Background: an optimization exercise with open tools, aiming at small area, a short achievable clock period and few clock cycles. Do not read the settings as production practice.
Only simulation tests tie the RTL to the original design; equivalence was not proved.
Power and IR drop assume default switching activity.

Design sparcLsuTop, start of the top module:
module sparcLsuTop
(
    input  logic                           Clk,
    input  logic                           rst,
    input  logic                           psel,
    input  logic                           penable,
    input  logic                           pwrite,
    input  logic [lsuCfgPkg::ApbAddrW-1:0] paddr,
    input  logic [lsuCfgPkg::DataW-1:0]    pwdata,
    output logic                           pready,
    output logic                           pslverr,
    output logic [lsuCfgPkg::DataW-1:0]    prdata
);
export LEC_CHECK = 0
export CAP_MARGIN = 20
export CORE_MARGIN = 2
export CORE_UTILIZATION = 30
export CTS_CLUSTER_DIAMETER = 85
export CTS_CLUSTER_SIZE = 26
export GPL_ROUTABILITY_DRIVEN = 1
export PLACE_DENSITY = 0.4
export SLEW_MARGIN = 20
create_clock -name core_clock -period 10.0 [get_ports {Clk}]
standard.sh (not shown) runs the stock make flow with config.mk's settings and CLKGATE_MAP_FILE= SYNTH_SCRIPT=/design/flow/synth_recipe.tcl, a recipe that flattens the netlist after the stock synthesis.
==> flow/flow/run.sh <==
#!/bin/bash
# The standard layout, with timing repair aimed at a 3.6 ns period instead of
# stopping once 5 ns of setup slack is left. Same clock, constraints and steps.
set -euo pipefail
bash standard.sh SETUP_SLACK_MARGIN=6.4 finish > standard_flow.log 2>&1
Testbench counts at the start, summed over its fixed seeds: cycles 12,890.
==> next run, changes <==
==> flow/flow/run.sh (replaced) <==
#!/bin/bash
# The standard layout, with timing repair aimed at a 3.7 ns period instead of
# stopping once 5 ns of setup slack is left. Same clock, constraints and steps.
set -euo pipefail
bash standard.sh SETUP_SLACK_MARGIN=6.3 finish > standard_flow.log 2>&1
--- a/flow/config.mk
+++ b/flow/config.mk
@@ -11,2 +11,2 @@
-export CTS_CLUSTER_DIAMETER = 85
-export CTS_CLUSTER_SIZE = 26
+export CTS_CLUSTER_DIAMETER = 70
+export CTS_CLUSTER_SIZE = 22
What happened: The new run completed with no timing, DRC or antenna violations. Power came out higher by 9.7%. Critical path depth came out lower by 2. Clock skew came out lower by 17 ps. Final area came out higher by 0.44%. Routed wire length came out lower by 1.0%. Via count came out lower by 0.63%.
==> next run, changes <==
==> flow/flow/run.sh (replaced) <==
#!/bin/bash
# The standard layout, with timing repair aimed at a 3.4 ns period instead of
# stopping once 5 ns of setup slack is left. Same clock, constraints and steps.
set -euo pipefail
bash standard.sh SETUP_SLACK_MARGIN=6.6 finish > standard_flow.log 2>&1
Result: The changed run completed without violations. Routed wire length went up by a few percent. Worst hold slack degrades by 15 ps. Area after synthesis does not change. Clock skew goes up by 6.4 ps. Die area is unchanged. Cell count came out higher by a few percent.
==> next run, changes <==
==> flow/flow/run.sh (replaced) <==
#!/bin/bash
# The standard layout, with timing repair aimed at a 3.6 ns period instead of
# stopping once 5 ns of setup slack is left. Same clock, constraints and steps.
set -euo pipefail
bash standard.sh SETUP_SLACK_MARGIN=6.4 finish > standard_flow.log 2>&1
--- a/flow/config.mk
+++ b/flow/config.mk
@@ -10 +10 @@
-export CORE_UTILIZATION = 30
+export CORE_UTILIZATION = 35
@@ -14 +14 @@
-export PLACE_DENSITY = 0.4
+export PLACE_DENSITY = 0.45
Outcome: Setup slack got worse by 74 ps; sequential share of layout area rises by 2.8 points; synthesized area does not change; non-clock buffer count falls by 349.


## try-sierra
sparcLsuTop, a different RTL version from the one above (not shown whole).
For scale: ~12000 cells after synthesis, ~5300 flip-flops, ~83 I/O pins, about 170000 um^2 of cells after synthesis.
Settings: LEC_CHECK=0, CAP_MARGIN=20, CORE_MARGIN=2, CORE_UTILIZATION=30, GPL_ROUTABILITY_DRIVEN=1, PLACE_DENSITY=0.4, SETUP_SLACK_MARGIN=5, SLEW_MARGIN=20; clock period 10.0 ns.
run.sh (not shown) runs the stock make flow with config.mk's settings and CLKGATE_MAP_FILE= SYNTH_SCRIPT=/design/flow/synth_recipe.tcl, a recipe that flattens the netlist after the stock synthesis.
Stock flow here: none of the scripts above is used.
Testbench counts of try-sierra, summed over its fixed seeds: cycles 12,890.
Inputs modified between try-sierra and try-ember:
==> flow/flow/run.sh (new file) <==
#!/bin/bash
# The standard layout, with timing repair aimed at a 4.0 ns period instead of
# stopping once 5 ns of setup slack is left. Same clock, constraints and steps.
set -euo pipefail
bash standard.sh SETUP_SLACK_MARGIN=6.0 finish > standard_flow.log 2>&1
==> flow/standard.sh (new file) <==
#!/bin/bash
# synth_recipe.tcl (not shown) runs the flow's synth.tcl, then flattens the netlist and writes it again
# the make line also repeats each setting of config.mk as NAME=value (left out here)
make -C /OpenROAD-flow-scripts/flow DESIGN_CONFIG=/design/flow/config.mk WORK_HOME=/design/flow/orfs CLKGATE_MAP_FILE= SYNTH_SCRIPT=/design/flow/synth_recipe.tcl "${@:-finish}"
-- flow/config.mk --
<<< try-sierra, line 13
export SETUP_SLACK_MARGIN = 5
>>> try-ember, line 13
removed: flow/run.sh
### Flow results
The fraction of power consumed by combinational cells of try-ember exceeds that of try-sierra by 0.3 points.
Compare try-sierra and try-ember | core utilization lower: try-sierra
Delta (try-ember minus try-sierra): residual overflow from global routing has remained practically unchanged; worst stage delay on the critical path increased 100 ps.


job 6096:
Another version of the RTL of sparcLsuTop (not shown whole).
Size: ~14000 cells after synthesis, about 5300 flip-flops, ~170000 sq um of cells after synthesis.
clock: 10.0 ns
lec_check: 0
cap_margin: 20
core_margin: 2
core_utilization: 30
cts_cluster_diameter: 70
cts_cluster_size: 22
gpl_routability_driven: 1
place_density: 0.4
slew_margin: 20
standard.sh (not shown) runs the stock make flow with config.mk's settings and CLKGATE_MAP_FILE= SYNTH_SCRIPT=/design/flow/synth_recipe.tcl, a recipe that flattens the netlist after the stock synthesis.
==> flow/flow/run.sh <==
#!/bin/bash
# The standard layout, with timing repair aimed at a 3.7 ns period instead of
# stopping once 5 ns of setup slack is left. Same clock, constraints and steps.
set -euo pipefail
bash standard.sh SETUP_SLACK_MARGIN=6.3 finish > standard_flow.log 2>&1
Testbench counts of job 6096, summed over its fixed seeds: cycles 12,890.
Input-level comparison between job 5045 and job 6096:
- CTS_CLUSTER_SIZE now 26, was 22
- CTS_CLUSTER_DIAMETER now 85, was 70
Findings:
- Job 5045 completed; timing, DRC and antenna clean
- Re synthesis-to-layout area growth: job 6096 was higher than job 5045.
- Job 5045 -> job 6096: number of cells on the worst hold path delta 0, exact match
- Job 6096 -> job 5045: power per unit of standard cell area decreased by a little under 10%
- Lower final critical-path share of the clock period among job 6096 and job 5045: job 5045
- The part of the power in combinational logic in job 5045 was higher than what job 6096 gave.
- Total power of job 5045 is lower than that of job 6096.
- For non-clock buffering overhead in the final layout, job 5045 and job 6096 come out practically identical.
- Diff job 6096 -> job 5045 | final worst slack | increase of 42 ps
- Job 5045 — initial antenna violation count 6 lower, job 6096 as reference
The inputs of job 4410 differ from those of job 5045 as listed below.
==> flow/flow/run.sh <==
#!/bin/bash
# The standard layout, with timing repair aimed at a 3.6 ns period instead of
# stopping once 5 ns of setup slack is left. Same clock, constraints and steps.
set -euo pipefail
bash standard.sh SETUP_SLACK_MARGIN=6.4 finish > standard_flow.log 2>&1
==> run notes <==
Job 4410 ended with every stage complete and zero timing, DRC or antenna violations. Job 5045 finished end to end and its layout was clean on timing, DRC and antenna. The clock transition at the register clock pins on the worst setup and hold paths after CTS of job 4410 and that of job 5045 are within noise of each other. In terms of multi-input combinational cell count, job 5045 and job 4410 differ only marginally. Job 5045 tops out at a higher clock frequency than job 4410. Final area for job 4410 is higher than for job 5045. Job 5045 ended up with u_apb.prdataQ[2] as its capturing instance or port of the critical path; job 4410 ended up with u_exec.wWord[7]. Clock insertion delay at the later pin of the skew report in job 4410 is 60 ps lower than in job 5045. On transition time at the pin with the least slew margin, the higher figure sits with job 4410, not job 5045. Summary of the comparison: endpoint required time on the critical path is lower in job 4410, relative to job 5045. Going from job 5045 to job 4410, wire length shrinks by 0.65%.


Setup of green:
Another version of the RTL of sparcLsuTop (not shown whole).
For scale: about 15000 cells after synthesis, roughly 83 I/O pins, ~170000 um^2 of cells after synthesis.
==> flow/config.mk <==
export PLATFORM = sky130hd
export DESIGN_NAME = sparcLsuTop
export DESIGN_NICKNAME = sparcLsuTop
export VERILOG_FILES = /design/flow/design.v
export SDC_FILE = /design/flow/constraint.sdc
export NUM_CORES = 4
export LEC_CHECK = 0
export CAP_MARGIN = 10
export CORE_MARGIN = 2
export CORE_UTILIZATION = 30
export CTS_CLUSTER_DIAMETER = 85
export CTS_CLUSTER_SIZE = 26
export GPL_ROUTABILITY_DRIVEN = 1
export PLACE_DENSITY = 0.4
export SLEW_MARGIN = 10
==> flow/constraint.sdc <==
create_clock -name core_clock -period 10.0 [get_ports {Clk}]
set_input_delay 2.0000 -clock core_clock [delete_from_list [all_inputs] [get_ports {Clk}]]
set_output_delay 2.0000 -clock core_clock [all_outputs]
set_load 0.01 [all_outputs]
==> flow/flow/run.sh <==
#!/bin/bash
# The standard layout, with timing repair aimed at a 3.7 ns period instead of
# stopping once 5 ns of setup slack is left. Same clock, constraints and steps.
set -euo pipefail
bash standard.sh SETUP_SLACK_MARGIN=6.3 finish > standard_flow.log 2>&1
green finished every stage and its layout cleared the timing, DRC and antenna checks.
Testbench counts of green, summed over its fixed seeds: cycles 12,890.
Modified inputs, purple compared to green
- changing SLEW_MARGIN from 10 to 20
- changing CAP_MARGIN from 10 to 20
### Flow results
- purple vs green, timing startpoint of the critical path: u_exec.mPairHi[4] vs pwdata[24]
- Delta (purple minus green): post-route clock period utilization comparable; final instance area level; number of clock buffer instances in the layout picked up an extra 6.
- Reported for green and purple, distinct cell type count of the synthesized netlist turned out identical to the last digit.

-- what the ideal ports hide --
No port has a modelled driver above. Below, the same layouts with a new extraction and two added sets of constraints. Step 1: set_driving_cell puts a clkbuf_16 on Clk and a buf_2 on each other input, an assumption about the parent block. Step 2 moves the port delays by t, midway between the first and last clock arrival at a register: inputs arrive t later, outputs are due t later. That takes back most of the time a late clock gives input paths. a / b / c = ideal ports / drivers / drivers and shift; a / b = the first two.
| run | shift t [ns] | setup WS [ns] | pins driven straight from the clock port |
|---|---|---|---|
| the first run of note 1 | 1.114 | 6.158 / 6.059 / 4.945 | 1 |
| the second run of note 1 | 1.175 | 6.176 / 6.062 / 5.024 | 1 |
| the third run of note 1 | 1.155 | 6.190 / 5.978 / 4.823 | 1 |
| the fourth run of note 1 | 1.148 | 6.116 / 5.867 / 4.718 | 1 |
| try-sierra | 1.213 | 4.823 / 4.927 / 3.714 | 1 |
| try-ember | 1.207 | 5.808 / 5.808 / 4.788 | 1 |
| job 6096 | 1.147 | 6.181 / 6.203 / 5.109 | 1 |
| job 5045 | 1.144 | 6.223 / 6.183 / 5.114 | 1 |
| job 4410 | 1.126 | 6.115 / 6.115 / 5.153 | 1 |
| green | 1.102 | 6.119 / 6.143 / 5.042 | 1 |
| purple | 1.103 | 6.104 / 6.104 / 5.027 | 1 |
After both steps setup and hold are still met in every run listed. The setup slack of the fourth run of note 1, which loses most, moves by -0.249 ns with the drivers and by -1.398 ns with both steps.
